Source: an optimization exercise on an open RTL-to-GDS flow (aim: small area, a short achievable clock period and few clock cycles per item). Production flows keep margins and buffers that such runs may drop. In this exercise RTL edits were held to simulation tests only and were not proved equivalent to the original.

==> design/flow/design.v <==
`default_nettype none
package fpa_pkg;
  localparam int unsigned DataW        = 32;
  localparam int unsigned FracBitsDflt = 8;
  typedef enum logic [3:0] {
    ACT_ADD      = 4'd0,
    ACT_SUB      = 4'd1,
    ACT_MUL      = 4'd2,
    ACT_DIV      = 4'd3,
    ACT_MIN      = 4'd4,
    ACT_MAX      = 4'd5,
    ACT_INC      = 4'd6,
    ACT_DEC      = 4'd7,
    ACT_FROM_INT = 4'd8,
    ACT_TO_INT   = 4'd9
  } action_t;
  typedef struct packed {
    logic [3:0]        action;
    logic signed [31:0] operand_a;
    logic signed [31:0] operand_b;
  } in_item_t;
  typedef struct packed {
    logic signed [31:0] result;
    logic              a_less;
    logic              a_equal;
    logic              a_greater;
    logic              overflow;
    logic              div_by_zero;
  } out_item_t;
  typedef struct packed {
    logic       vld;
    logic       is_div;
    logic       neg;
    logic       dz;
  } div_ctl_t;
endpackage
`default_nettype wire
`default_nettype none
module fixed_point_alu_core #(
  parameter int unsigned FRAC_BITS = fpa_pkg::FracBitsDflt
) (
  input  wire logic               clk,
  input  wire logic               rst_n,
  input  wire logic               in_valid,
  output logic                    in_ready,
  input  wire fpa_pkg::in_item_t  in_data,
  output logic                    out_valid,
  input  wire logic               out_ready,
  output fpa_pkg::out_item_t      out_data
);
  logic        s_vld, done_r, k_vld;
  logic        op_sum, op_dz, op_min, op_max, op_fi, op_ti;
  logic        m_it, m_fin, d_abs, d_it, d_fin;
  logic [31:0] a_r, b_r;
  logic        e_r;           
  logic [33:0] r_r;           
  logic [5:0]  cnt;
  logic [2:0]  cmp_r;
  logic        ovf_r;         
  logic        neg_r;         
  logic        na_r;          
  logic [5:0]  lza_r, lzb_r;  
  wire signed [31:0] a_s = a_r;
  wire signed [31:0] b_s = b_r;
  wire lt = a_s < b_s;
  wire eq = a_r == b_r;
  wire gt = !lt && !eq;
  wire [2:0] cmp_now = {lt, eq, gt};
  wire [35:0] bx  = {{4{b_r[31]}}, b_r};
  wire [35:0] bx2 = {{3{b_r[31]}}, b_r, 1'b0};
  logic        c_selb, c_sel2b, c_inv0, c_cin0, c_selb1, c_sel2b1, c_inv1;
  wire [35:0] opa = {{2{r_r[33]}}, r_r};
  wire [35:0] opb = ((bx & {36{c_selb}}) | (bx2 & {36{c_sel2b}})) ^ {36{c_inv0}};
  wire [35:0] opc = (({bx[33:0], 2'b00} & {36{c_selb1}}) | ({bx2[33:0], 2'b00} & {36{c_sel2b1}}))
                  ^ {36{c_inv1}};
  wire        cin0 = c_cin0;
  wire        cin1 = c_inv1;
  wire [35:0] cs_s = opa ^ opb ^ opc;
  wire [35:0] cs_c = (opa & opb) | (opa & opc) | (opb & opc);
  wire [36:0] sum37 = {cs_s, cin1} + {cs_c[34:0], cin0, cin1};
  wire [35:0] sum = sum37[36:1];
  wire sat_ovf = !((sum[35:31] == 5'b00000) || (sum[35:31] == 5'b11111));
  wire        mul_ovf = !((r_r[33:7] == '0) || (r_r[33:7] == '1));
  wire        fi_ovf  = !((a_r[31:23] == '0) || (a_r[31:23] == '1));
  wire [31:0] alt = ({32{op_min}} & (gt ? b_r : a_r))
                  | ({32{op_max}} & (gt ? a_r : b_r))
                  | ({32{op_fi}}  & {a_r[23:0], 8'd0})
                  | ({32{op_ti}}  & {{8{a_r[31]}}, a_r[31:8]})
                  | ({32{m_fin}}  & {r_r[7:0], a_r[31:8]});
  wire alt_ovf = (op_fi & fi_ovf) | (m_fin & mul_ovf) | (d_fin & ovf_r);
  wire alt_sgn = (op_fi & a_r[31]) | (m_fin & r_r[33]) | (d_fin & neg_r);
  wire use_sat = op_sum | (d_fin & ~ovf_r);
  wire long_op = m_fin | d_fin;
  logic [37:0] res, k_data, o_r;
  always_comb begin
    res[37:6] = use_sat ? sum[31:0] : alt;
    res[5:3]  = long_op ? cmp_r : cmp_now;
    res[2]    = use_sat ? sat_ovf : alt_ovf;
    res[1]    = op_dz;
    res[0]    = use_sat ? sum[35] : alt_sgn;
  end
  function automatic logic [5:0] lzc32(input logic [31:0] v);
    lzc32 = 6'd32;
    for (int i = 0; i < 32; i++) if (v[i]) lzc32 = 6'(31 - i);
  endfunction
  wire [7:0] kq = 8'd88 + {2'b00, lza_r} - {7'd0, na_r} - {2'b00, lzb_r};   
  logic [2:0] jsel;    
  always_comb begin
    if (kq >= 8'd96)      jsel = 3'd4;
    else if (kq >= 8'd88) jsel = 3'd3;
    else if (kq >= 8'd80) jsel = 3'd2;
    else if (kq >= 8'd72) jsel = 3'd1;
    else                  jsel = 3'd0;
  end
  wire [66:0] vx = {26'd0, sum[31:0], 9'd0};
  logic [66:0] vsh;
  always_comb begin
    unique case (jsel)
      3'd0: vsh = vx;
      3'd1: vsh = vx << 8;
      3'd2: vsh = vx << 16;
      3'd3: vsh = vx << 24;
      default: vsh = vx << 32;
    endcase
  end
  wire s_done = s_vld && done_r;
  wire move   = s_done && !k_vld;
  assign in_ready = !k_vld && (!s_vld || done_r);
  wire accept = in_valid && in_ready;
  wire [3:0]  in_act = in_data.action;
  wire [31:0] in_a = in_data.operand_a;
  wire [31:0] in_b = in_data.operand_b;
  wire in_neg  = in_a[31] ^ in_b[31];
  wire in_bz   = in_b == 32'd0;
  wire in_mul  = in_act == 4'd2;
  wire in_div  = in_act == 4'd3 && !in_bz;
  always_ff @(posedge clk) begin
    if (!rst_n) begin
      s_vld <= 1'b0;
    end else if (accept) begin
      s_vld <= 1'b1;
    end else if (move) begin
      s_vld <= 1'b0;
    end
  end
  function automatic logic [2:0] booth(input logic [2:0] x);   
    booth = {x[2] & ~(x[1] & x[0]), x[1] ^ x[0],
             (x[2] & ~x[1] & ~x[0]) | (~x[2] & x[1] & x[0])};
  endfunction
  always_ff @(posedge clk) begin
    if (accept) begin
      done_r  <= !(in_mul || in_div);
      op_sum  <= in_act == 4'd0 || in_act == 4'd1 || in_act == 4'd6 || in_act == 4'd7;
      if (in_mul) begin
        {c_inv0, c_selb, c_sel2b} <= booth({in_a[1:0], 1'b0});
        c_cin0 <= in_a[1];
        {c_inv1, c_selb1, c_sel2b1} <= booth(in_a[3:1]);
      end else begin
        c_selb  <= in_act == 4'd0 || in_act == 4'd1;
        c_sel2b <= 1'b0;
        c_inv0  <= in_act == 4'd1 || in_act == 4'd7;
        c_cin0  <= in_act == 4'd1 || in_act == 4'd6 || (in_div && in_a[31]);
        {c_inv1, c_selb1, c_sel2b1} <= 3'b000;
      end
      m_it    <= in_mul;
      m_fin   <= 1'b0;
      d_abs   <= in_div;
      d_it    <= 1'b0;
      d_fin   <= 1'b0;
      op_dz   <= in_act == 4'd3 && in_bz;
      op_min  <= in_act == 4'd4;
      op_max  <= in_act == 4'd5;
      op_fi   <= in_act == 4'd8;
      op_ti   <= in_act == 4'd9;
      a_r     <= in_a;
      b_r     <= in_b;
      e_r     <= 1'b0;
      r_r     <= in_mul ? {26'd0, in_neg ? 8'd127 : 8'd128}
               : {{2{in_a[31] & ~in_div}}, in_a ^ {32{in_a[31] & in_div}}};
      cnt     <= '0;
      neg_r   <= in_neg;
      na_r    <= in_a[31];
      ovf_r   <= 1'b0;
      lza_r   <= lzc32(in_a ^ {32{in_a[31]}});
      lzb_r   <= lzc32(in_b ^ {32{in_b[31]}});
    end else if (s_vld && !done_r) begin
      cnt <= cnt + 6'd1;
      if (cnt == 6'd0) cmp_r <= cmp_now;
      if (m_it) begin
        r_r <= {{2{sum[35]}}, sum[35:4]};
        a_r <= {sum[3:0], a_r[31:4]};
        e_r <= a_r[3];
        {c_inv0, c_selb, c_sel2b} <= booth(a_r[5:3]);
        c_cin0 <= booth(a_r[5:3]) >> 2;
        {c_inv1, c_selb1, c_sel2b1} <= booth(a_r[7:5]);
        if (cnt == 6'd7) begin
          m_it <= 1'b0; m_fin <= 1'b1; done_r <= 1'b1;
        end
      end
      if (d_abs) begin
        {r_r, a_r, e_r} <= vsh;
        cnt   <= {jsel, 3'b001};
        d_abs <= 1'b0;
        d_it  <= 1'b1;
        c_selb <= 1'b1;
        c_inv0 <= ~b_r[31];     
        c_cin0 <= ~b_r[31];
      end
      if (d_it) begin
        {a_r, e_r} <= {a_r[30:0], e_r, ~sum[35]};
        if (cnt == 6'd1) ovf_r <= ~sum[35];
        if (cnt == 6'd34) begin
          r_r  <= {2'b00, a_r[30:0], e_r} ^ {34{neg_r}};
          c_selb <= 1'b0;
          c_inv0 <= 1'b0;
          c_cin0 <= ~sum[35] ^ neg_r;
          d_it <= 1'b0; d_fin <= 1'b1; done_r <= 1'b1;
        end else begin
          r_r  <= {sum[32:0], a_r[31]};
          c_inv0 <= ~(sum[35] ^ b_r[31]);    
          c_cin0 <= ~(sum[35] ^ b_r[31]);
        end
      end
    end
  end
  wire o_free = !out_valid || out_ready;
  always_ff @(posedge clk) begin
    if (!rst_n) begin
      out_valid <= 1'b0;
      k_vld     <= 1'b0;
    end else begin
      if (o_free) out_valid <= move || k_vld;
      if (move && !o_free) k_vld <= 1'b1;
      else if (o_free) k_vld <= 1'b0;
    end
  end
  always_ff @(posedge clk) begin
    if (o_free) o_r <= k_vld ? k_data : res;
    if (move && !o_free) k_data <= res;
  end
  always_comb begin
    out_data.result      = o_r[2] ? {o_r[0], {31{~o_r[0]}}} : o_r[37:6];
    out_data.a_less      = o_r[5];
    out_data.a_equal     = o_r[4];
    out_data.a_greater   = o_r[3];
    out_data.overflow    = o_r[2];
    out_data.div_by_zero = o_r[1];
  end
endmodule
`default_nettype wire
==> design/flow/run.sh <==
#!/bin/bash
# synth_recipe.tcl (not shown) runs the flow's synth.tcl, then flattens the netlist and writes it again
# the make line also repeats each setting of config.mk as NAME=value (left out here)
make -C /OpenROAD-flow-scripts/flow DESIGN_CONFIG=/design/flow/config.mk WORK_HOME=/design/flow/orfs CLKGATE_MAP_FILE= SYNTH_SCRIPT=/design/flow/synth_recipe.tcl finish
==> design/flow/config.mk <==
export PLATFORM = sky130hd
export DESIGN_NAME = fixed_point_alu_core
export DESIGN_NICKNAME = fixed_point_alu_core
export VERILOG_FILES = /design/flow/design.v
export SDC_FILE = /design/flow/constraint.sdc
export NUM_CORES = 4
export LEC_CHECK = 0
export CAP_MARGIN = 20
export CORE_MARGIN = 2
export CORE_UTILIZATION = 35
export PLACE_DENSITY = 0.45
export SLEW_MARGIN = 20
==> design/flow/constraint.sdc <==
create_clock -name core_clock -period 14.0 [get_ports {clk}]
set_input_delay 2.8000 -clock core_clock [delete_from_list [all_inputs] [get_ports {clk}]]
set_output_delay 2.8000 -clock core_clock [all_outputs]
set_load 0.01 [all_outputs]
==> key figures, run 1 <==
Status
  – Outcome: no timing/DRC/antenna violations

Die
  – Die W: 238.3 µm
  – Chip Height: 238.3 µm
  – Num rows: 85
  – I/O pin count: roughly 110
  – Placeable Area: about 54000 µm²
  – Initial Util: 0.3557
  – Die area: 56800 µm²

Clock tree
  – CTS tree: built
  – Clk root buf: clkbuf_16
  – Total CTS buffers: 28
  – Setup Fix Bufs, Post-CTS: 0
  – Clock latency at the later pin of the worst-skew pair: 0.58 ns
  – Max clock buf depth: 3
  – H-tree depth: 1
  – Hold buffers post-CTS: 0
  – Post-cts sizing count: 0
  – Number of clock sinks: about 220
  – Clk pin slew, worst setup/hold paths: 0.06 ns

STA
  – Worst rel slew slack: 0.1681
  – Period utilization: 0.4246
  – Setup TNS: 0 ns
  – Final hold vios: 0
  – Actual slew at the worst max-slew pin: 1.239 ns
  – Fin crit period: 5.945 ns
  – Final Skew: 0.01576 ns
  – Setup violators final: 0
  – Max-slew violation count: 0
  – Fmax: between 0.15 and 0.2 GHz
  – RSZ-0062 raised after global routing: no

Global route
  – First-pass GRT wire length: 119.6 mm
  – Largest net degree at the start of global routing: 69
  – Initial antenna violation count: 1
  – GRT Residual Overflow: 0
  – GRT Total Usage: 0.2857
  – Vias in the first global route: 17144

Setup path
  – Crit end category: flop
  – Kind of critical path: flop to flop
  – CP max stage delay: 0.82 ns
  – CP Launch Type: flop
  – CP Max Fanout: 38
  – CP Launch Point: c_inv1
  – Reg-to-reg startpoint: c_inv1
  – Cell breakdown of the critical path: buf_4 > inv_1 > fa_1 > inv_1 > ha_1 > a21o_1 > a21oi_1 > o21bai_1 > a21oi_1 > buf_4 > nor4_1 > or3_4 > o21ai_1 > a21oi_1 > nand2b_1 > a221o_1 > xnor2_2 > o211ai_1 > o211ai_1 > o221ai_1
  – CP delay by family, top: compound AO/OA/AOI/OAI gates
  – Sum of buffers and inverters on the critical path: 4
  – Most used cell, CP: a21oi_1
  – R2R Path End: r_r[16]
  – R2R depth: 20
  – WP data arrival: between 6 and 7 ns
  – R2R setup slack: ~8.1 ns
  – Slowest CP cell: xnor2_2
  – CP required: 14.31 ns

Layout
  – Share of cells above drive strength 1: 0.06915
  – Area growth, synth to finish: 14.10%
  – Multi-input gate area: around 12000 µm²
  – Reg area: 6499 µm²
  – FILL cells: ~5500
  – # diodes: 0
  – Net count, final: 2430

Worst hold path
  – Worst hold path class: flop to flop
  – Hold Path End: k_data[1]
  – Hold Path Depth: 0
  – Hold Crit Start: op_dz

Synth
  – Synth warnings: 1
  – Area contributors post-synth: edfxtp_1, xnor2_1, ha_1
  – Synth Area in Adders: 0.09531
  – Simple logic cell fraction of the synthesized area: 0.1500
  – Post-Synth XOR/XNOR Area: 0.08717
  – Post-synthesis cell type count: 79
  – Synthesized net count: roughly 2400
  – Ys flop type: edfxtp_1
  – Largest family of logic cells by synthesized area: compound AO/OA/AOI/OAI gates
  – Post-synthesis mux area share: 0.008658
  – Mean Syn Cell Area: 8.665 µm²
  – Post-synthesis compound-gate area fraction: 0.2601
  – Post-synth EDFFs: 207
  – Syn Std Cell Area: 19220 µm²
  – Yosys top cell area share: 0.3234
  – Ys async rst share: 0
  – Register area share after synthesis: 0.3380
  – Most area-hungry cell type in the Yosys netlist: edfxtp_1
  – Syn Inst Count: around 2200
  – Flops & latches, synth: about 220

Drt
  – WL final: 82.66 mm
  – Drt pass-1 iters: 7
  – WL per Instance: approximately 28 µm
  – Drt drc: 0
  – Final ANT Viol Nets: 0
  – Initial DRC Count: 2332
  – Vias post-DR: roughly 18000
  – Number of vias per cell: 6.155

Place
  – Placer Congestion: 0.9509
  – IO Port Bufs: 110
  – Post-DP HPWL: 59.65 mm

Job
  – MaxCap Viol Count: 0
==> sequential cells by signal, summed over array words and instances, names as in the netlist, 3 cells and up <==
signal / count
a_r: 32
b_r: 32
cmp_r: 3
cnt: 6
k_data: 38
lza_r: 6
lzb_r: 6
o_r: 38
r_r: 34
==> worst reg2reg max path, stage by stage (launching register included) <==
cell	delay [ns]
edfxtp_1	0.32
buf_4	0.56
inv_1	0.24
fa_1	0.57
inv_1	0.05
ha_1	0.32
a21o_1	0.20
a21oi_1	0.28
o21bai_1	0.15
a21oi_1	0.16
buf_4	0.17
nor4_1	0.08
or3_4	0.39
o21ai_1	0.19
a21oi_1	0.09
nand2b_1	0.18
a221o_1	0.37
xnor2_2	0.82
o211ai_1	0.26
o211ai_1	0.14
o221ai_1	0.14
==> cell usage after synthesis (16+ instances only) <==
cell and number:
nor4_1 16, a21oi_1 154, nor2_1 183, a22oi_1 78, clkbuf_1 150, o21ai_0 144, inv_1 120, o31ai_1 36
xor2_1 57, edfxtp_1 207, nand2_1 228, o22ai_1 24, a21o_1 32, nand4_1 24, nor3_1 36, a222oi_1 20
nand3_1 50, fa_1 39, buf_1 27, or3_1 16, ha_1 84, o211ai_1 19, o221ai_1 17, a221o_1 37
a31oi_1 16, and3_1 17, nand2b_1 22, xnor2_1 125, a221oi_1 62
==> through the flow <==
stage          utilization  worst slack, ns  hold slack, ns  instances  cell area, µm²
2_1_floorplan            -            6.978          0.4222       2218           19220
3_3_place_gp        0.3889            7.705          0.4735       2901           21010
3_5_place_dp        0.3890            7.613          0.4634       2901           21020
4_1_cts             0.4059            8.139          0.4834       2952           21930
5_1_grt             0.4059            7.726          0.5094       2952           21930
6_report            0.4059            8.055          0.4787       2952           21930
==> cell type report <==
class,count,share of cell area
clock inverter,19,0.007931
tap,696,0.03971
timing repair buffer,170,0.07029
multi-input combinational,1693,0.5313
clock buffer,32,0.03361
inverter,121,0.02082
sequential,221,0.2963
==> cell usage in the layout (no fill, tap or decap), drive strengths merged, types with 19 or more instances in the layout <==
cell type and count:
a221oi 62, o31ai 36, nand2 228, a22oi 78, o211ai 19, a222oi 20, nor2 183, a21o 32
nand3 50, xor2 58, a221o 37, nand4 24, clkdlybuf4s50 108, edfxtp 207, xnor2 129, fa 39
clkbuf 32, nand2b 22, o21ai 151, nor3 36, ha 84, buf 62, inv 121, a21oi 155
o22ai 24
==> layer usage <==
layer	vias to the layer above	track usage	routed length, µm
met2	927	0.4245	34750
met4	0	0.1324	4345
met5	-	0	0
met3	197	0.05773	7487
li1	8252	-	-
met1	8794	0.3983	36080
==> worst max path at each step <==
stage                end  slack, ns  depth (start not counted)
2_1_floorplan  k_data[0]       6.98                          2
3_3_place_gp      r_r[5]       7.71                         11
3_5_place_dp      r_r[2]       7.61                         11
4_1_cts          r_r[24]       8.14                         20
5_1_grt           r_r[8]       7.73                         20
6_report         r_r[16]       8.06                         20
==> kinds of logic (layout without fill, tap and decap cells) <==
group | count (synthesis) | in the layout
AOI/OAI and AO/OA | 730 | 730
and+or+nand+nor | 638 | 638
buffers and inverters | 304 | 342
DFF | 221 | 221
xor gates and xnor gates | 187 | 187
adders and majority gates | 123 | 123
muxes | 15 | 15
Testbench counts, summed over its fixed seeds: cycles 56,403, items 16,000.
==> run 2: changes to the inputs <==
--- a/design/flow/design.v
+++ b/design/flow/design.v
@@ -99,9 +99,11 @@
     res[1]    = op_dz;
     res[0]    = use_sat ? sum[35] : alt_sgn;
   end
-  function automatic logic [5:0] lzc32(input logic [31:0] v);
-    lzc32 = 6'd32;
-    for (int i = 0; i < 32; i++) if (v[i]) lzc32 = 6'(31 - i);
+  function automatic logic [5:0] lzs32(input logic [31:0] v);
+    logic [30:0] d;
+    d = v[31:1] ^ v[30:0];
+    lzs32 = 6'd32;
+    for (int i = 0; i < 31; i++) if (d[i]) lzs32 = 6'(31 - i);
   endfunction
   wire [7:0] kq = 8'd88 + {2'b00, lza_r} - {7'd0, na_r} - {2'b00, lzb_r};   
   logic [2:0] jsel;    
@@ -134,6 +136,7 @@
   wire in_bz   = in_b == 32'd0;
   wire in_mul  = in_act == 4'd2;
   wire in_div  = in_act == 4'd3 && !in_bz;
+  wire in_sum  = in_act == 4'd0 || in_act == 4'd1 || in_act == 4'd6 || in_act == 4'd7;
   always_ff @(posedge clk) begin
     if (!rst_n) begin
       s_vld <= 1'b0;
@@ -150,7 +153,7 @@
   always_ff @(posedge clk) begin
     if (accept) begin
       done_r  <= !(in_mul || in_div);
-      op_sum  <= in_act == 4'd0 || in_act == 4'd1 || in_act == 4'd6 || in_act == 4'd7;
+      op_sum  <= in_sum;
       if (in_mul) begin
         {c_inv0, c_selb, c_sel2b} <= booth({in_a[1:0], 1'b0});
         c_cin0 <= in_a[1];
@@ -175,14 +178,15 @@
       a_r     <= in_a;
       b_r     <= in_b;
       e_r     <= 1'b0;
-      r_r     <= in_mul ? {26'd0, in_neg ? 8'd127 : 8'd128}
-               : {{2{in_a[31] & ~in_div}}, in_a ^ {32{in_a[31] & in_div}}};
+      r_r     <= in_sum ? {{2{in_a[31]}}, in_a}
+               : in_mul ? {26'd0, in_neg ? 8'd127 : 8'd128}
+               : {2'b00, in_a ^ {32{in_a[31]}}};
       cnt     <= '0;
       neg_r   <= in_neg;
       na_r    <= in_a[31];
       ovf_r   <= 1'b0;
-      lza_r   <= lzc32(in_a ^ {32{in_a[31]}});
-      lzb_r   <= lzc32(in_b ^ {32{in_b[31]}});
+      lza_r   <= lzs32(in_a);
+      lzb_r   <= lzs32(in_b);
     end else if (s_vld && !done_r) begin
       cnt <= cnt + 6'd1;
       if (cnt == 6'd0) cmp_r <= cmp_now;
--- a/design/flow/config.mk
+++ b/design/flow/config.mk
@@ -8,5 +8,8 @@
 export CAP_MARGIN = 20
 export CORE_MARGIN = 2
 export CORE_UTILIZATION = 35
+export CTS_BUF_LIST = sky130_fd_sc_hd__clkbuf_16
+export CTS_CLUSTER_DIAMETER = 100
+export CTS_CLUSTER_SIZE = 30
 export PLACE_DENSITY = 0.45
 export SLEW_MARGIN = 20
==> key figures, run 2 <==
Setup path
  – Cell breakdown of the critical path: buf_4 > a22oi_1 > xnor2_1 > fa_1 > ha_1 > o211ai_1 > o211ai_1 > a41oi_1 > o21a_1 > o31ai_1 > a31oi_1 > xor2_2 > o221ai_1 > o211ai_1 > a21oi_1
  – Kind of critical path: flop to flop
  – CP delay by family, top: compound AO/OA/AOI/OAI gates
  – Most used cell, CP: o211ai_1
  – Sum of buffers and inverters on the critical path: 1 (-3)
  – CP required: 14.26 ns (-0.05 ns)
  – CP Max Fanout: 33 (-13%)
  – Slowest CP cell: o31ai_1
  – Critical Path Stages: 15 (-25%)
  – CP Launch Type: flop
  – WP data arrival: 6.04 ns (-0.21 ns)
  – R2R setup slack: 8.22 ns (+0.16 ns)
  – R2R depth: 15 (-25%)
  – CP max stage delay: 0.71 ns (-0.11 ns)
  – Crit end category: flop

Clock tree
  – CTS tree: built
  – Number of clock sinks: 221 (unchanged)
  – Setup Fix Bufs, Post-CTS: 0 (unchanged)
  – Total CTS buffers: 14 (-50%)
  – Clk root buf: clkbuf_16
  – Post-cts sizing count: 0 (unchanged)
  – Clk pin slew, worst setup/hold paths: 0.11 ns (+0.05 ns)
  – Hold buffers post-CTS: 0 (unchanged)
  – H-tree depth: 1 (unchanged)
  – Max clock buf depth: 3 (unchanged)
  – Clock latency at the later pin of the worst-skew pair: 0.54 ns (-0.04 ns)

STA
  – PnR worst setup slack: 8.217 ns (+0.1615 ns)
  – Period utilization: 0.4131 (-0.01154)
  – Fin crit period: 5.783 ns (-0.1615 ns)
  – Final Skew: 0.04270 ns (+0.02694 ns)
  – Worst Hold Slack: 0.4931 ns (+0.01438 ns)
  – Max-slew violation count: 0 (unchanged)
  – RSZ-0062 raised after global routing: no
  – Worst rel slew slack: 0.2391 (+0.07102)
  – Setup violators final: 0 (unchanged)
  – Setup TNS: 0 ns (unchanged)
  – Final hold vios: 0 (unchanged)
  – Actual slew at the worst max-slew pin: 1.133 ns (-0.1058 ns)
  – Fmax: 0.1729 GHz (+2.8%)

Place
  – Post-Place Cells: 2973 (+2.5%)
  – Setup WS pre-CTS: 7.813 ns (+0.1991 ns)
  – Placer Congestion: 0.9608 (+1.0%)
  – IO Port Bufs: 110 (unchanged)
  – Post-DP HPWL: 64.24 mm (+7.7%)

Status
  – Outcome: no timing/DRC/antenna violations

Layout
  – Most frequent cells in the layout: edfxtp_1, a21oi_1, nand2_1, nor2_1
  – Largest registers: k_data: 38 flops, o_r: 38 flops, r_r: 34 flops
  – Net count, final: 2446 (+0.66%)
  – Post-route insts no fill: 2998 (+1.6%)
  – Area growth, synth to finish: 12.21%
  – Share of cells above drive strength 1: 0.08746 (+0.01831)
  – Commonest non-fill, non-tap cell in the layout: edfxtp_1

Global route
  – Initial antenna violation count: 0 (-1)
  – Largest net degree at the start of global routing: 69 (unchanged)
  – GRT Total Usage: 0.2860 (about the same)
  – Vias in the first global route: 17794 (+3.8%)
  – First-pass GRT wire length: 124.2 mm (+3.8%)
  – GRT Residual Overflow: 0 (unchanged)

Synth
  – Dominant cell by count in the synthesized netlist: edfxtp_1
  – Ys flop type: edfxtp_1
  – Register area share after synthesis: 0.3290 (-0.009016)
  – Flops & latches, synth: 221 (unchanged)
  – Synthesized net count: 2423 (+0.41%)
  – Ys async rst share: 0 (unchanged)
  – Post-synth EDFFs: 207 (unchanged)
  – Synth top cells by count: edfxtp_1, a21oi_1, nand2_1
  – Mean Syn Cell Area: 8.935 µm² (+3.1%)
  – Area contributors post-synth: edfxtp_1, ha_1, xnor2_1
  – Most area-hungry cell type in the Yosys netlist: edfxtp_1
  – Syn Std Cell Area: 19750 µm² (+2.7%)
  – Syn Inst Count: 2210 (-0.36%)
  – Yosys top cell area share: 0.3148 (-0.008627)
  – Synth warnings: 1 (unchanged)
  – Post-synthesis cell type count: 76 (-3.8%)

Die
  – Die W: 241.5 µm (+1.3%)
  – Placeable Area: 56060 µm² (+3.8%)
  – Num rows: 87 (+2.4%)
  – Chip Height: 241.5 µm (+1.3%)
  – I/O pin count: 111 (unchanged)
  – Initial Util: 0.3522 (-0.003506)
  – Die area: 58330 µm² (+2.7%)

Worst hold path
  – Hold Path Depth: 0 (unchanged)
  – Worst hold path class: flop to flop

Drt
  – Initial DRC Count: 2254 (-3.3%)
  – WL final: 86.23 mm (+4.3%)
  – Drt pass-1 iters: 8 (+1)
  – Number of vias per cell: 6.178 (+0.37%)
  – Drt drc: 0 (unchanged)
  – Final ANT Viol Nets: 0 (unchanged)
  – WL per Instance: 28.76 µm (+2.7%)
  – Vias post-DR: 18521 (+1.9%)

Job
  – MaxCap Viol Count: 0 (unchanged)
## run 2: metrics by stage
step | area [µm²] | utilization
final | 22160 | 0.3952
after global routing | 22160 | 0.3952
after CTS | 22150 | 0.3951
after detailed placement | 21670 | 0.3866
after global placement | 21660 | 0.3865
after floorplan | 19750 | -
## run 2: worst paths after layout
| check | start | to |
|---|---|---|
| setup / recovery | c_selb1 | r_r[10] |
| hold / removal | op_dz | k_data[1] |
| setup reg to reg | c_selb1 | r_r[10] |
| hold reg to reg | op_dz | k_data[1] |
## run 2: layout make-up
class | count | area, µm²
Timing Repair Buffer | 180 | 1627
Multi-Input combinational cell | 1665 | 12040
Sequential cell | 221 | 6499
Tap cell | 756 | 945.9
Clock inverter | 9 | 100.1
Antenna cell | 1 | 2.502
Inverter | 151 | 569.3
Fill cell | 5701 | 33900
Clock buffer | 15 | 375.4
## run 2: cell families after synthesis
| group | after synthesis | synth area share |
|---|---|---|
| AO/OA/AOI/OAI | 743 | 0.2619 |
| AND/OR/NAND/NOR | 544 | 0.1286 |
| buffers and inverters | 324 | 0.06476 |
| flip-flops | 221 | 0.3290 |
| XOR/XNOR | 185 | 0.08206 |
| adder cells (fa/ha/maj) | 141 | 0.1042 |
| multiplexers | 52 | 0.02959 |
## run 2: per-layer routing
metal	GRT usage	up-vias	wire, µm	part of all wire
li1	-	8266	-	-
met3	0.04883	196	7466	0.087
met2	0.4473	1018	38310	0.44
met4	0.1394	0	4562	0.053
met1	0.3829	9041	35890	0.42
met5	0	-	0	0
Testbench counts of run 2, summed over its fixed seeds: cycles 56,403, items 16,000.
==> run 3: changes to the inputs <==
--- a/design/flow/design.v
+++ b/design/flow/design.v
@@ -68,11 +68,15 @@
   wire [2:0] cmp_now = {lt, eq, gt};
   wire [35:0] bx  = {{4{b_r[31]}}, b_r};
   wire [35:0] bx2 = {{3{b_r[31]}}, b_r, 1'b0};
-  logic        c_selb, c_sel2b, c_inv0, c_cin0, c_selb1, c_sel2b1, c_inv1;
+  logic [4:0]  c0, c1;
+  logic        c_cin0;
   wire [35:0] opa = {{2{r_r[33]}}, r_r};
-  wire [35:0] opb = ((bx & {36{c_selb}}) | (bx2 & {36{c_sel2b}})) ^ {36{c_inv0}};
-  wire [35:0] opc = (({bx[33:0], 2'b00} & {36{c_selb1}}) | ({bx2[33:0], 2'b00} & {36{c_sel2b1}}))
-                  ^ {36{c_inv1}};
+  wire [35:0] opb = (bx & {36{c0[4]}}) | (~bx & {36{c0[3]}}) | (bx2 & {36{c0[2]}})
+                  | (~bx2 & {36{c0[1]}}) | {36{c0[0]}};
+  wire [35:0] opc = ({bx[33:0], 2'b00} & {36{c1[4]}}) | ({~bx[33:0], 2'b11} & {36{c1[3]}})
+                  | ({bx2[33:0], 2'b00} & {36{c1[2]}}) | ({~bx2[33:0], 2'b11} & {36{c1[1]}})
+                  | {36{c1[0]}};
+  wire        c_inv1 = c1[3] | c1[1] | c1[0];
   wire        cin0 = c_cin0;
   wire        cin1 = c_inv1;
   wire [35:0] cs_s = opa ^ opb ^ opc;
@@ -114,7 +118,7 @@
     else if (kq >= 8'd72) jsel = 3'd1;
     else                  jsel = 3'd0;
   end
-  wire [66:0] vx = {26'd0, sum[31:0], 9'd0};
+  wire [66:0] vx = {26'd0, r_r[31:0], 9'd0};
   logic [66:0] vsh;
   always_comb begin
     unique case (jsel)
@@ -146,6 +150,9 @@
       s_vld <= 1'b0;
     end
   end
+  function automatic logic [4:0] sel1h(input logic [2:0] d);
+    sel1h = {d[1] & ~d[2], d[1] & d[2], d[0] & ~d[2], d[0] & d[2], d[2] & ~d[1] & ~d[0]};
+  endfunction
   function automatic logic [2:0] booth(input logic [2:0] x);   
     booth = {x[2] & ~(x[1] & x[0]), x[1] ^ x[0],
              (x[2] & ~x[1] & ~x[0]) | (~x[2] & x[1] & x[0])};
@@ -155,15 +162,13 @@
       done_r  <= !(in_mul || in_div);
       op_sum  <= in_sum;
       if (in_mul) begin
-        {c_inv0, c_selb, c_sel2b} <= booth({in_a[1:0], 1'b0});
+        c0     <= sel1h(booth({in_a[1:0], 1'b0}));
         c_cin0 <= in_a[1];
-        {c_inv1, c_selb1, c_sel2b1} <= booth(in_a[3:1]);
+        c1     <= sel1h(booth(in_a[3:1]));
       end else begin
-        c_selb  <= in_act == 4'd0 || in_act == 4'd1;
-        c_sel2b <= 1'b0;
-        c_inv0  <= in_act == 4'd1 || in_act == 4'd7;
-        c_cin0  <= in_act == 4'd1 || in_act == 4'd6 || (in_div && in_a[31]);
-        {c_inv1, c_selb1, c_sel2b1} <= 3'b000;
+        c0     <= sel1h({in_act == 4'd1 || in_act == 4'd7, in_act == 4'd0 || in_act == 4'd1, 1'b0});
+        c_cin0 <= in_act == 4'd1 || in_act == 4'd6;
+        c1     <= 5'd0;
       end
       m_it    <= in_mul;
       m_fin   <= 1'b0;
@@ -180,7 +185,7 @@
       e_r     <= 1'b0;
       r_r     <= in_sum ? {{2{in_a[31]}}, in_a}
                : in_mul ? {26'd0, in_neg ? 8'd127 : 8'd128}
-               : {2'b00, in_a ^ {32{in_a[31]}}};
+               : {2'b00, in_a[31] ? 32'(-in_a) : in_a};
       cnt     <= '0;
       neg_r   <= in_neg;
       na_r    <= in_a[31];
@@ -194,9 +199,9 @@
         r_r <= {{2{sum[35]}}, sum[35:4]};
         a_r <= {sum[3:0], a_r[31:4]};
         e_r <= a_r[3];
-        {c_inv0, c_selb, c_sel2b} <= booth(a_r[5:3]);
+        c0     <= sel1h(booth(a_r[5:3]));
         c_cin0 <= booth(a_r[5:3]) >> 2;
-        {c_inv1, c_selb1, c_sel2b1} <= booth(a_r[7:5]);
+        c1     <= sel1h(booth(a_r[7:5]));
         if (cnt == 6'd7) begin
           m_it <= 1'b0; m_fin <= 1'b1; done_r <= 1'b1;
         end
@@ -206,8 +211,7 @@
         cnt   <= {jsel, 3'b001};
         d_abs <= 1'b0;
         d_it  <= 1'b1;
-        c_selb <= 1'b1;
-        c_inv0 <= ~b_r[31];     
+        c0     <= sel1h({~b_r[31], 2'b10});    
         c_cin0 <= ~b_r[31];
       end
       if (d_it) begin
@@ -215,13 +219,12 @@
         if (cnt == 6'd1) ovf_r <= ~sum[35];
         if (cnt == 6'd34) begin
           r_r  <= {2'b00, a_r[30:0], e_r} ^ {34{neg_r}};
-          c_selb <= 1'b0;
-          c_inv0 <= 1'b0;
+          c0     <= 5'd0;
           c_cin0 <= ~sum[35] ^ neg_r;
           d_it <= 1'b0; d_fin <= 1'b1; done_r <= 1'b1;
         end else begin
           r_r  <= {sum[32:0], a_r[31]};
-          c_inv0 <= ~(sum[35] ^ b_r[31]);    
+          c0     <= sel1h({~(sum[35] ^ b_r[31]), 2'b10});    
           c_cin0 <= ~(sum[35] ^ b_r[31]);
         end
       end
==> key figures, run 3 <==
Layout
  – Core Util, Final: 0.3916 (-0.003687)
  – Most frequent cells in the layout: edfxtp_1, inv_1, nor2_1, nand2_1, a21oi_1
  – Multi-input gate area: 12830 µm² (+6.6%)
  – Commonest non-fill, non-tap cell in the layout: edfxtp_1
  – Net count, final: 2535 (+3.6%)
  – # diodes: 0 (-1)
  – Fin area: 23070 µm² (+4.1%)
  – Area growth, synth to finish: 10.92%
  – FILL cells: 5919 (+3.8%)
  – Reg area: 6618 µm² (+1.8%)
  – Largest registers: k_data: 38 flops, o_r: 38 flops, r_r: 34 flops
  – Share of cells above drive strength 1: 0.06223 (-0.02523)

Synth
  – Ys flop type: edfxtp_1
  – Post-synthesis cell type count: 89 (+17%)
  – Yosys top cell area share: 0.3047 (-0.01010)
  – Dominant cell by count in the synthesized netlist: edfxtp_1
  – Most area-hungry cell type in the Yosys netlist: edfxtp_1
  – Syn Std Cell Area: 20790 µm² (+5.3%)
  – Area contributors post-synth: edfxtp_1, ha_1, mux2i_1
  – Ys async rst share: 0 (unchanged)
  – Mean Syn Cell Area: 9.045 µm² (+1.2%)
  – Register area share after synthesis: 0.3182 (-0.01081)
  – Syn Inst Count: 2299 (+4.0%)
  – Synth warnings: 1 (unchanged)
  – Synthesized net count: 2544 (+5.0%)
  – Post-synth EDFFs: 211 (+1.9%)
  – Flops & latches, synth: 225 (+1.8%)
  – Synth top cells by count: edfxtp_1, inv_1, nor2_1

Clock tree
  – Setup Fix Bufs, Post-CTS: 0 (unchanged)
  – CTS tree: built
  – Hold buffers post-CTS: 0 (unchanged)
  – H-tree depth: 1 (unchanged)
  – Clk root buf: clkbuf_16
  – Total CTS buffers: 15 (+1)
  – Max clock buf depth: 3 (unchanged)
  – Clock latency at the later pin of the worst-skew pair: 0.54 ns (about the same)
  – Post-cts sizing count: 0 (unchanged)
  – Number of clock sinks: 225 (+1.8%)
  – Clk pin slew, worst setup/hold paths: 0.10 ns (about the same)

Setup path
  – Cell breakdown of the critical path: clkdlybuf4s50_1 > inv_1 > ha_1 > nor2b_1 > and3_1 > and3_1 > and2_1 > and3_1 > and2_1 > and4_1 > nor2_1 > xnor2_1 > a221o_1
  – CP Max Fanout: 7 (-79%)
  – CP Launch Type: input port
  – Crit end category: flop
  – R2R depth: 11 (-4)
  – Sum of buffers and inverters on the critical path: 2 (+1)
  – Reg-to-reg startpoint: b_r[31]
  – Slowest CP cell: clkdlybuf4s50_1
  – CP max stage delay: 0.58 ns (-0.13 ns)
  – Most used cell, CP: and3_1
  – CP required: 14.29 ns (+0.03 ns)
  – Kind of critical path: input port to flop
  – CP delay by family, top: simple AND/OR/NAND/NOR gates
  – WP data arrival: 5.88 ns (-0.16 ns)
  – R2R Path End: o_r[29]
  – R2R setup slack: 8.56 ns (+0.34 ns)

Die
  – Die area: 61380 µm² (+5.2%)
  – Die W: 247.8 µm (+2.6%)
  – Initial Util: 0.3530 (+0.0007712)
  – Placeable Area: 58910 µm² (+5.1%)
  – Chip Height: 247.8 µm (+2.6%)
  – Num rows: 89 (+2.3%)
  – I/O pin count: 111 (unchanged)

Place
  – IO Port Bufs: 110 (unchanged)
  – Setup WS pre-CTS: 7.877 ns (+0.06457 ns)
  – Placed inst area: 22560 µm² (+4.1%)
  – Post-DP HPWL: 65.75 mm (+2.4%)
  – Placer Congestion: 0.9526 (-0.85%)

Global route
  – Initial antenna violation count: 3 (+3)
  – Vias in the first global route: 18001 (+1.2%)
  – GRT Total Usage: 0.2812 (-0.004776)
  – First-pass GRT wire length: 126.4 mm (+1.8%)
  – Largest net degree at the start of global routing: 84 (+22%)
  – GRT Residual Overflow: 0 (unchanged)

Worst hold path
  – Worst hold path class: flop to flop
  – Hold Path End: k_data[1]
  – Hold Path Depth: 0 (unchanged)
  – Hold Crit Start: op_dz

Status
  – Outcome: no timing/DRC/antenna violations

Drt
  – Number of vias per cell: 6.169 (-0.15%)
  – Vias post-DR: 18944 (+2.3%)
  – Drt drc: 0 (unchanged)
  – Initial DRC Count: 2135 (-5.3%)
  – Drt pass-1 iters: 9 (+1)
  – WL final: 87.32 mm (+1.3%)
  – WL per Instance: 28.43 µm (-1.1%)
  – Final ANT Viol Nets: 0 (unchanged)

STA
  – Actual slew at the worst max-slew pin: 1.205 ns (+0.07209 ns)
  – Max-slew violation count: 0 (unchanged)
  – Setup violators final: 0 (unchanged)
  – Setup TNS: 0 ns (unchanged)
  – PnR worst setup slack: 8.411 ns (+0.1947 ns)
  – Fmax: 0.1789 GHz (+3.5%)
  – Final Skew: 0.02559 ns (-0.01711 ns)
  – Fin crit period: 5.589 ns (-0.1947 ns)
  – Final hold vios: 0 (unchanged)
  – Period utilization: 0.3992 (-0.01391)
  – Worst rel slew slack: 0.1965 (-0.04263)
  – RSZ-0062 raised after global routing: no

Job
  – MaxCap Viol Count: 0 (unchanged)
[run 3: cell type report]
| cell class | count | share of cell area |
|---|---|---|
| multi-input cells | 1712 | 0.5564 |
| flip-flops and latches | 225 | 0.2869 |
| repair buffers | 160 | 0.06401 |
| well taps | 773 | 0.04193 |
| inverters | 176 | 0.02875 |
| clock buffers | 15 | 0.01627 |
| clock inverters | 10 | 0.005750 |
[run 3: worst max-delay path by stage]
| stage | start | to | cells after the start |
|---|---|---|---|
| after floorplan | out_ready | k_data[0] | 2 |
| after global placement | in_data[33] | r_r[29] | 13 |
| after detailed placement | in_data[33] | r_r[29] | 13 |
| after CTS | in_data[33] | r_r[29] | 13 |
| after global routing | in_data[33] | r_r[29] | 13 |
| final | in_data[33] | r_r[29] | 13 |
[run 3: layer usage]
layer	wire length (µm)	global-route usage
met1	39180	0.4071
met3	7327	0.04044
met2	36980	0.4183
met5	26	0
met4	3807	0.1139
[run 3: cell families after synthesis]
logic type | synth area share
flops | 0.3182
mux | 0.07714
xor+xnor | 0.05006
buf+inv | 0.06745
compound gates | 0.2199
fa+ha+maj | 0.1182
simple gates | 0.1491
[run 3: stage by stage]
| step | std cells | hold slack (ns) |
|---|---|---|
| floorplan | 2299 | 0.4222 |
| finish | 3071 | 0.4681 |
| global route | 3071 | 0.4764 |
| global placement | 3046 | 0.4461 |
| CTS | 3071 | 0.4721 |
| detailed placement | 3046 | 0.4437 |
Testbench counts of run 3, summed over its fixed seeds: cycles 56,403, items 16,000.
==> run 4: changes to the inputs <==
==> design/flow/flow/run.sh (new file) <==
#!/bin/bash
# The standard layout with two changes to how it is made:
#  - sky130_fd_sc_hd__a222oi_1 is added to the platform's don't-use cells (its pins are hard to
#    reach and leave the detailed router with met1 spacing violations it cannot clear), for
#    synthesis and every later step;
#  - the port buffers are buf_2 cells instead of the cell buffer_ports picks by default.
#    Every port still gets its own buffer.
# Registers, their names and cell types are the standard synthesis's.
set -euo pipefail
PLATFORM_DONT_USE="sky130_fd_sc_hd__probe_p_8 sky130_fd_sc_hd__probec_p_8 sky130_fd_sc_hd__lpflow_bleeder_1 sky130_fd_sc_hd__lpflow_clkbufkapwr_1 sky130_fd_sc_hd__lpflow_clkbufkapwr_16 sky130_fd_sc_hd__lpflow_clkbufkapwr_2 sky130_fd_sc_hd__lpflow_clkbufkapwr_4 sky130_fd_sc_hd__lpflow_clkbufkapwr_8 sky130_fd_sc_hd__lpflow_clkinvkapwr_1 sky130_fd_sc_hd__lpflow_clkinvkapwr_16 sky130_fd_sc_hd__lpflow_clkinvkapwr_2 sky130_fd_sc_hd__lpflow_clkinvkapwr_4 sky130_fd_sc_hd__lpflow_clkinvkapwr_8 sky130_fd_sc_hd__lpflow_decapkapwr_12 sky130_fd_sc_hd__lpflow_decapkapwr_3 sky130_fd_sc_hd__lpflow_decapkapwr_4 sky130_fd_sc_hd__lpflow_decapkapwr_6 sky130_fd_sc_hd__lpflow_decapkapwr_8 sky130_fd_sc_hd__lpflow_inputiso0n_1 sky130_fd_sc_hd__lpflow_inputiso0p_1 sky130_fd_sc_hd__lpflow_inputiso1n_1 sky130_fd_sc_hd__lpflow_inputiso1p_1 sky130_fd_sc_hd__lpflow_inputisolatch_1 sky130_fd_sc_hd__lpflow_isobufsrc_1 sky130_fd_sc_hd__lpflow_isobufsrc_16 sky130_fd_sc_hd__lpflow_isobufsrc_2 sky130_fd_sc_hd__lpflow_isobufsrc_4 sky130_fd_sc_hd__lpflow_isobufsrc_8 sky130_fd_sc_hd__lpflow_isobufsrckapwr_16 sky130_fd_sc_hd__lpflow_lsbuf_lh_hl_isowell_tap_1 sky130_fd_sc_hd__lpflow_lsbuf_lh_hl_isowell_tap_2 sky130_fd_sc_hd__lpflow_lsbuf_lh_hl_isowell_tap_4 sky130_fd_sc_hd__lpflow_lsbuf_lh_isowell_4 sky130_fd_sc_hd__lpflow_lsbuf_lh_isowell_tap_1 sky130_fd_sc_hd__lpflow_lsbuf_lh_isowell_tap_2 sky130_fd_sc_hd__lpflow_lsbuf_lh_isowell_tap_4 "
export BUFFER_PORTS_ARGS="-buffer_cell sky130_fd_sc_hd__buf_2"
bash standard.sh "DONT_USE_CELLS=$PLATFORM_DONT_USE sky130_fd_sc_hd__a222oi_1" finish > standard.log 2>&1
==> design/flow/standard.sh (new file) <==
#!/bin/bash
# synth_recipe.tcl (not shown) runs the flow's synth.tcl, then flattens the netlist and writes it again
# the make line also repeats each setting of config.mk as NAME=value (left out here)
make -C /OpenROAD-flow-scripts/flow DESIGN_CONFIG=/design/flow/config.mk WORK_HOME=/design/flow/orfs CLKGATE_MAP_FILE= SYNTH_SCRIPT=/design/flow/synth_recipe.tcl "${@:-finish}"
--- a/design/flow/config.mk
+++ b/design/flow/config.mk
@@ -8,8 +8,5 @@
 export CAP_MARGIN = 20
 export CORE_MARGIN = 2
 export CORE_UTILIZATION = 35
-export CTS_BUF_LIST = sky130_fd_sc_hd__clkbuf_16
-export CTS_CLUSTER_DIAMETER = 100
-export CTS_CLUSTER_SIZE = 30
 export PLACE_DENSITY = 0.45
 export SLEW_MARGIN = 20
removed: design/flow/run.sh
==> key figures, run 4 <==
Status
  – Outcome: no timing/DRC/antenna violations

Setup path
  – R2R Path End: r_r[21]
  – Slowest CP cell: edfxtp_1
  – Most used cell, CP: nor2_1
  – R2R setup slack: 8.63 ns (+0.07 ns)
  – CP Launch Type: flop
  – CP max stage delay: 1.09 ns (+0.51 ns)
  – R2R depth: 14 (+3)
  – CP Max Fanout: 32 (+25)
  – Setup crit end: r_r[21]
  – CP required: 14.30 ns (about the same)
  – Cell breakdown of the critical path: nor2_1 > nand2_1 > fa_1 > ha_1 > o21ai_0 > o211ai_2 > a21boi_1 > o21ba_2 > o21ai_1 > a211oi_1 > xor2_1 > nor2_1 > a221oi_1 > o221ai_1
  – Reg-to-reg startpoint: c0[0]
  – Crit end category: flop
  – Kind of critical path: flop to flop
  – CP Launch Point: c0[0]
  – WP data arrival: 5.68 ns (-0.20 ns)

Drt
  – Initial DRC Count: 2195 (+2.8%)
  – Drt drc: 0 (unchanged)
  – Vias post-DR: 19068 (+0.65%)
  – WL final: 88.99 mm (+1.9%)
  – Drt pass-1 iters: 5 (-4)
  – Final ANT Viol Nets: 0 (unchanged)
  – Number of vias per cell: 6.076 (-1.5%)
  – WL per Instance: 28.36 µm (-0.27%)

STA
  – Actual slew at the worst max-slew pin: 1.139 ns (-0.06646 ns)
  – Setup violators final: 0 (unchanged)
  – Fin crit period: 5.373 ns (-0.2154 ns)
  – Final hold vios: 0 (unchanged)
  – Final Skew: 0.01846 ns (-0.007128 ns)
  – RSZ-0062 raised after global routing: no
  – Period utilization: 0.3838 (-0.01539)
  – Fmax: 0.1861 GHz (+4.0%)
  – Max-slew violation count: 0 (unchanged)
  – Worst rel slew slack: 0.2408 (+0.04431)
  – PnR worst setup slack: 8.627 ns (+0.2154 ns)
  – Setup TNS: 0 ns (unchanged)

Clock tree
  – Clk pin slew, worst setup/hold paths: 0.06 ns (-0.04 ns)
  – H-tree depth: 1 (unchanged)
  – Number of clock sinks: 225 (unchanged)
  – Post-cts sizing count: 0 (unchanged)
  – Setup Fix Bufs, Post-CTS: 0 (unchanged)
  – Hold buffers post-CTS: 0 (unchanged)
  – Clock latency at the later pin of the worst-skew pair: 0.59 ns (+0.05 ns)
  – Max clock buf depth: 3 (unchanged)
  – CTS tree: built
  – Clk root buf: clkbuf_16
  – Total CTS buffers: 29 (+14)

Job
  – MaxCap Viol Count: 0 (unchanged)

Synth
  – Mean Syn Cell Area: 8.998 µm² (-0.52%)
  – Synth top cells by count: edfxtp_1, inv_1, nand2_1
  – Syn Std Cell Area: 20930 µm² (+0.65%)
  – Ys async rst share: 0 (unchanged)
  – Ys flop type: edfxtp_1
  – Register area share after synthesis: 0.3161 (-0.002054)
  – Post-synthesis cell type count: 87 (-2.2%)
  – Synth warnings: 1 (unchanged)
  – Syn Inst Count: 2326 (+1.2%)
  – Synthesized net count: 2571 (+1.1%)
  – Most area-hungry cell type in the Yosys netlist: edfxtp_1
  – Post-synth EDFFs: 211 (unchanged)
  – Area contributors post-synth: edfxtp_1, ha_1, mux2i_1
  – Dominant cell by count in the synthesized netlist: edfxtp_1
  – Flops & latches, synth: 225 (unchanged)
  – Yosys top cell area share: 0.3027 (-0.001967)

Place
  – Post-DP HPWL: 66.84 mm (+1.7%)
  – IO Port Bufs: 110 (unchanged)
  – Setup WS pre-CTS: 8.304 ns (+0.4268 ns)
  – Placer Congestion: 0.9481 (-0.47%)

Die
  – Chip Height: 248.5 µm (+0.32%)
  – Die area: 61770 µm² (+0.64%)
  – Num rows: 89 (unchanged)
  – Die W: 248.5 µm (+0.32%)
  – Placeable Area: 59020 µm² (+0.19%)
  – I/O pin count: 111 (unchanged)
  – Initial Util: 0.3546 (+0.001624)

Layout
  – Net count, final: 2586 (+2.0%)
  – Commonest non-fill, non-tap cell in the layout: edfxtp_1
  – Area growth, synth to finish: 11.03% (about the same)
  – Share of cells above drive strength 1: 0.1248 (+0.06261)
  – Most frequent cells in the layout: edfxtp_1, nand2_1, inv_1, nor2_1, a21oi_1
  – Largest registers: k_data: 38 flops, o_r: 38 flops, r_r: 34 flops

Global route
  – Largest net degree at the start of global routing: 91 (+8.3%)
  – Initial antenna violation count: 3 (unchanged)
  – GRT Residual Overflow: 0 (unchanged)
  – Vias in the first global route: 18440 (+2.4%)
  – GRT Total Usage: 0.2793 (-0.001916)
  – First-pass GRT wire length: 129.1 mm (+2.1%)

Worst hold path
  – Worst hold path class: flop to flop
## run 4: how the worst min path moves through the flow
stage | from | to | cells after the start
floorplan | op_dz | k_data[1] | 0
global placement | op_dz | k_data[1] | 0
detailed placement | op_dz | k_data[1] | 0
CTS | op_dz | k_data[1] | 0
global route | op_dz | k_data[1] | 0
finish | op_dz | k_data[1] | 0
## run 4: through the flow
stage | hold slack [ns] | cells | util | instance area (µm²)
after global placement | 0.4522 | 3080 | 0.3758 | 22180
after global routing | 0.4944 | 3136 | 0.3937 | 23230
after floorplan | 0.4222 | 2326 | - | 20930
after CTS | 0.4616 | 3135 | 0.3931 | 23200
final | 0.4655 | 3138 | 0.3937 | 23240
after detailed placement | 0.4482 | 3082 | 0.3765 | 22220
## run 4: cell families (layout without fill, tap and decap cells)
kind of cell,after synthesis,count (layout),share of synthesized area
adders and majority gates,173,173,0.1174
muxes,156,156,0.07574
and+or+nand+nor,627,627,0.1503
AOI/OAI and AO/OA,668,668,0.2238
DFF,225,225,0.3161
buffers and inverters,359,396,0.06683
xor gates and xnor gates,118,118,0.04974
other,0,2,0
## run 4: metal layers
metal,track usage,part of all wire,up-vias
met3,0.05873,0.088,176
met2,0.4185,0.43,882
met5,0,0,-
met1,0.3853,0.44,9403
li1,-,-,8607
met4,0.1259,0.047,0
## run 4: critical path, delay by kind of cell (launching register included)
| kind | cells | cell delay [ns] |
|---|---|---|
| AND/OR/NAND/NOR | 3 | 0.41 |
| adder cells (fa/ha/maj) | 2 | 0.74 |
| AO/OA/AOI/OAI | 8 | 1.99 |
| flip-flops | 1 | 1.09 |
| XOR/XNOR | 1 | 0.83 |
## run 4: cell type report
type | count | area, µm²
clock inverters | 20 | 239.0
diodes | 2 | 5.005
fillers | 6059 | 35780
clock buffers | 33 | 740.7
inverters | 175 | 659.4
flip-flops and latches | 225 | 6618
well taps | 773 | 967.2
repair buffers | 168 | 1030
multi-input cells | 1742 | 12980
==> run 5: changes to the inputs <==
--- a/design/flow/design.v
+++ b/design/flow/design.v
@@ -68,15 +68,14 @@
   wire [2:0] cmp_now = {lt, eq, gt};
   wire [35:0] bx  = {{4{b_r[31]}}, b_r};
   wire [35:0] bx2 = {{3{b_r[31]}}, b_r, 1'b0};
-  logic [4:0]  c0, c1;
+  logic [4:1]  c0, c1;
   logic        c_cin0;
   wire [35:0] opa = {{2{r_r[33]}}, r_r};
   wire [35:0] opb = (bx & {36{c0[4]}}) | (~bx & {36{c0[3]}}) | (bx2 & {36{c0[2]}})
-                  | (~bx2 & {36{c0[1]}}) | {36{c0[0]}};
+                  | (~bx2 & {36{c0[1]}});
   wire [35:0] opc = ({bx[33:0], 2'b00} & {36{c1[4]}}) | ({~bx[33:0], 2'b11} & {36{c1[3]}})
-                  | ({bx2[33:0], 2'b00} & {36{c1[2]}}) | ({~bx2[33:0], 2'b11} & {36{c1[1]}})
-                  | {36{c1[0]}};
-  wire        c_inv1 = c1[3] | c1[1] | c1[0];
+                  | ({bx2[33:0], 2'b00} & {36{c1[2]}}) | ({~bx2[33:0], 2'b11} & {36{c1[1]}});
+  wire        c_inv1 = c1[3] | c1[1];
   wire        cin0 = c_cin0;
   wire        cin1 = c_inv1;
   wire [35:0] cs_s = opa ^ opb ^ opc;
@@ -150,8 +149,8 @@
       s_vld <= 1'b0;
     end
   end
-  function automatic logic [4:0] sel1h(input logic [2:0] d);
-    sel1h = {d[1] & ~d[2], d[1] & d[2], d[0] & ~d[2], d[0] & d[2], d[2] & ~d[1] & ~d[0]};
+  function automatic logic [4:1] sel1h(input logic [2:0] d);
+    sel1h = {d[1] & ~d[2], d[1] & d[2], d[0] & ~d[2], d[0] & d[2]};
   endfunction
   function automatic logic [2:0] booth(input logic [2:0] x);   
     booth = {x[2] & ~(x[1] & x[0]), x[1] ^ x[0],
@@ -166,9 +165,9 @@
         c_cin0 <= in_a[1];
         c1     <= sel1h(booth(in_a[3:1]));
       end else begin
-        c0     <= sel1h({in_act == 4'd1 || in_act == 4'd7, in_act == 4'd0 || in_act == 4'd1, 1'b0});
+        c0     <= {in_act == 4'd0 || in_act == 4'd7, in_act == 4'd1 || in_act == 4'd7, 2'b00};
         c_cin0 <= in_act == 4'd1 || in_act == 4'd6;
-        c1     <= 5'd0;
+        c1     <= 4'd0;
       end
       m_it    <= in_mul;
       m_fin   <= 1'b0;
@@ -219,7 +218,7 @@
         if (cnt == 6'd1) ovf_r <= ~sum[35];
         if (cnt == 6'd34) begin
           r_r  <= {2'b00, a_r[30:0], e_r} ^ {34{neg_r}};
-          c0     <= 5'd0;
+          c0     <= 4'd0;
           c_cin0 <= ~sum[35] ^ neg_r;
           d_it <= 1'b0; d_fin <= 1'b1; done_r <= 1'b1;
         end else begin
==> key figures, run 5 <==
STA
  – Fmax: 0.1729 GHz (-7.1%)
  – PnR worst setup slack: 8.215 ns (-0.4117 ns)
  – Worst Hold Slack: 0.5121 ns (+0.04666 ns)
  – Fin crit period: 5.785 ns (+0.4117 ns)
  – Setup TNS: 0 ns (unchanged)
  – Final Skew: 0.02679 ns (+0.008330 ns)
  – Setup violators final: 0 (unchanged)
  – RSZ-0062 raised after global routing: no
  – Final hold vios: 0 (unchanged)
  – Worst rel slew slack: 0.1708 (-0.06994)
  – Max-slew violation count: 0 (unchanged)
  – Period utilization: 0.4132 (+0.02941)
  – Actual slew at the worst max-slew pin: 1.241 ns (+0.1022 ns)

Global route
  – GRT Residual Overflow: 0 (unchanged)
  – First-pass GRT wire length: 127.8 mm (-0.95%)
  – GRT Total Usage: 0.2848 (+0.005449)
  – Largest net degree at the start of global routing: 72 (-21%)
  – Initial antenna violation count: 3 (unchanged)
  – Vias in the first global route: 18241 (-1.1%)

Setup path
  – Kind of critical path: flop to flop
  – CP max stage delay: 0.98 ns (-0.11 ns)
  – CP required: 14.31 ns (about the same)
  – CP Max Fanout: 35 (+9.4%)
  – Most used cell, CP: nor2_1
  – CP Launch Type: flop
  – CP delay by family, top: simple AND/OR/NAND/NOR gates
  – Sum of buffers and inverters on the critical path: 2 (+2)
  – Cell breakdown of the critical path: buf_4 > nor2_1 > inv_1 > fa_1 > ha_1 > o211ai_1 > a2111oi_0 > nor2_1 > o41ai_2 > o2111ai_1 > nand3_1 > nor3b_1 > and4b_1 > nor3_1
  – WP data arrival: 6.10 ns (+0.42 ns)
  – Slowest CP cell: nor3b_1
  – Crit end category: flop

Die
  – Die area: 61390 µm² (-0.62%)
  – Initial Util: 0.3531 (-0.001581)
  – Placeable Area: 58910 µm² (-0.19%)
  – I/O pin count: 111 (unchanged)
  – Num rows: 89 (unchanged)
  – Chip Height: 247.8 µm (-0.31%)
  – Die W: 247.8 µm (-0.31%)

Clock tree
  – Clk pin slew, worst setup/hold paths: 0.07 ns (about the same)
  – Setup Fix Bufs, Post-CTS: 0 (unchanged)
  – Clock latency at the later pin of the worst-skew pair: 0.59 ns (about the same)
  – CTS tree: built
  – Post-cts sizing count: 0 (unchanged)
  – Number of clock sinks: 223 (-0.89%)
  – Max clock buf depth: 3 (unchanged)
  – Hold buffers post-CTS: 0 (unchanged)
  – H-tree depth: 1 (unchanged)
  – Clk root buf: clkbuf_16
  – Total CTS buffers: 28 (-3.4%)

Synth
  – Ys flop type: edfxtp_1
  – Yosys top cell area share: 0.3018 (-0.0009572)
  – Dominant cell by count in the synthesized netlist: nand2_1
  – Post-synth EDFFs: 209 (-0.95%)
  – Synth warnings: 1 (unchanged)
  – Post-Synth XOR/XNOR Area: 0.04548 (-0.004255)
  – Ys async rst share: 0 (unchanged)
  – Syn Inst Count: 2359 (+1.4%)
  – Area contributors post-synth: edfxtp_1, ha_1, mux2i_1
  – Largest family of logic cells by synthesized area: compound AO/OA/AOI/OAI gates
  – Register area share after synthesis: 0.3152 (-0.0008718)
  – Most area-hungry cell type in the Yosys netlist: edfxtp_1
  – Synthesized net count: 2604 (+1.3%)
  – Synth top cells by count: nand2_1, edfxtp_1, nor2_1
  – Flops & latches, synth: 223 (-0.89%)
  – Post-synthesis cell type count: 85 (-2.3%)
  – Syn Std Cell Area: 20800 µm² (-0.63%)
  – Mean Syn Cell Area: 8.816 µm² (-2.0%)
  – Post-synthesis compound-gate area fraction: 0.2347 (+0.01087)
  – Simple logic cell fraction of the synthesized area: 0.1485 (-0.001809)
  – Post-synthesis mux area share: 0.06654 (-0.009203)
  – Synth Area in Adders: 0.1182 (+0.0007487)

Worst hold path
  – Worst hold path class: flop to flop

Layout
  – Area growth, synth to finish: 10.07%
  – Largest registers: k_data: 38 flops, o_r: 38 flops, r_r: 34 flops
  – Fin area: 22890 µm² (-1.5%)
  – Core Util, Final: 0.3886 (-0.005139)
  – FILL cells: 5972 (-1.4%)
  – Net count, final: 2584 (-0.077%)
  – Most frequent cells in the layout: nand2_1, edfxtp_1, nor2_1, inv_1, a21oi_1
  – Share of cells above drive strength 1: 0.1153 (-0.009538)
  – Commonest non-fill, non-tap cell in the layout: nand2_1

Drt
  – Vias post-DR: 19407 (+1.8%)
  – Drt pass-1 iters: 7 (+2)
  – WL per Instance: 28.36 µm (about the same)
  – Number of vias per cell: 6.194 (+1.9%)
  – Drt drc: 0 (unchanged)
  – Final ANT Viol Nets: 0 (unchanged)
  – WL final: 88.84 mm (-0.17%)
  – Initial DRC Count: 2533 (+15%)

Place
  – IO Port Bufs: 110 (unchanged)
  – Setup WS pre-CTS: 8.150 ns (-0.1536 ns)
  – Placer Congestion: 0.9941 (+4.9%)
  – Post-DP HPWL: 66.39 mm (-0.68%)
  – Placed inst area: 21910 µm² (-1.4%)

Status
  – Outcome: no timing/DRC/antenna violations

Job
  – MaxCap Viol Count: 0 (unchanged)
-- run 5: changes by cell type after synthesis, sizes merged, moves of 14 or more --
cell and delta:
nand3b -60, nand3 +21, o21ai -31, a22oi -27
a221o +21, nand2 +41, o31ai +35, mux2i -16
clkbuf +14, nor2 +19, o221ai -15
-- run 5: path summary, 6_finish.rpt --
| check | start | to | slack, ns | cells past startpoint |
|---|---|---|---|---|
| hold reg to reg | ovf_r | ovf_r | 0.51 | 2 |
| setup reg to reg | c1[1] | k_data[2] | 8.21 | 14 |
| hold / removal | ovf_r | ovf_r | 0.51 | 2 |
| setup / recovery | c1[1] | k_data[2] | 8.21 | 14 |
-- run 5: layout make-up --
class                           count  area (µm²)  area share
Antenna cell                        1       2.502   0.0001093
Timing Repair Buffer              155       892.1     0.03897
Clock buffer                       35       758.2     0.03312
Inverter                          175       659.4     0.02880
Multi-Input combinational cell   1756       12840      0.5611
Sequential cell                   223        6559      0.2865
Tap cell                          773       967.2     0.04225
Clock inverter                     15       210.2    0.009182
-- run 5: per-stage QoR --
| step | instances |
|---|---|
| 2_1_floorplan | 2359 |
| 3_3_place_gp | 3081 |
| 3_5_place_dp | 3082 |
| 4_1_cts | 3132 |
| 5_1_grt | 3132 |
| 6_report | 3133 |
-- run 5: tightest hold or removal path: stages, from the launching register on --
cell and delay, ns:
dfxtp_1 0.33, mux2i_1 0.07, nor2_1 0.08
-- run 5: logic make-up after synthesis --
family                     Yosys count
AOI/OAI and AO/OA                  682
DFF                                223
xor gates and xnor gates           108
and+or+nand+nor                    656
buffers and inverters              380
adders and majority gates          173
muxes                              137
-- run 5: layer usage --
layer / track usage / vias to the layer above / part of all wire
li1: - / 8671 / -
met1: 0.4015 / 9488 / 0.44
met5: 0 / - / 0.00026
met4: 0.1323 / 4 / 0.052
met3: 0.04174 / 234 / 0.086
met2: 0.4279 / 1010 / 0.43
Testbench counts of run 5, summed over its fixed seeds: cycles 56,403, items 16,000.

-- what the ideal ports hide --
Ports are ideal in the flow. The routed layouts listed here were re-timed in OpenROAD.
Step 1 (the two cells are an assumption about what drives the block):
set clk [get_ports {clk}]
set_driving_cell -lib_cell sky130_fd_sc_hd__clkbuf_16 $clk
set_driving_cell -lib_cell sky130_fd_sc_hd__buf_2 [delete_from_list [all_inputs] $clk]
Step 2 adds t to the input delays and takes it off the output delays; t is the mean of the earliest and latest rising clock arrival at the registers after step 1. Input paths then give back, and output paths get back, about the clock's delay inside the block.
Slacks: ideal ports / drivers / drivers and shift; pairs: ideal ports / drivers.
run	shift t [ns]	setup slack, ns	pins driven straight from the clock port
run 1	0.628	8.055 / 8.055 / 7.494	1
run 2	0.580	8.217 / 8.217 / 7.790	1
run 3	0.588	8.411 / 8.450 / 7.862	1
run 4	0.651	8.627 / 8.627 / 8.251	1
run 5	0.641	8.215 / 8.215 / 8.009	1
After both steps every run listed still meets setup and hold. The setup slack of run 1, which loses most, moves by 0.000 ns with the drivers and by -0.561 ns with both steps.
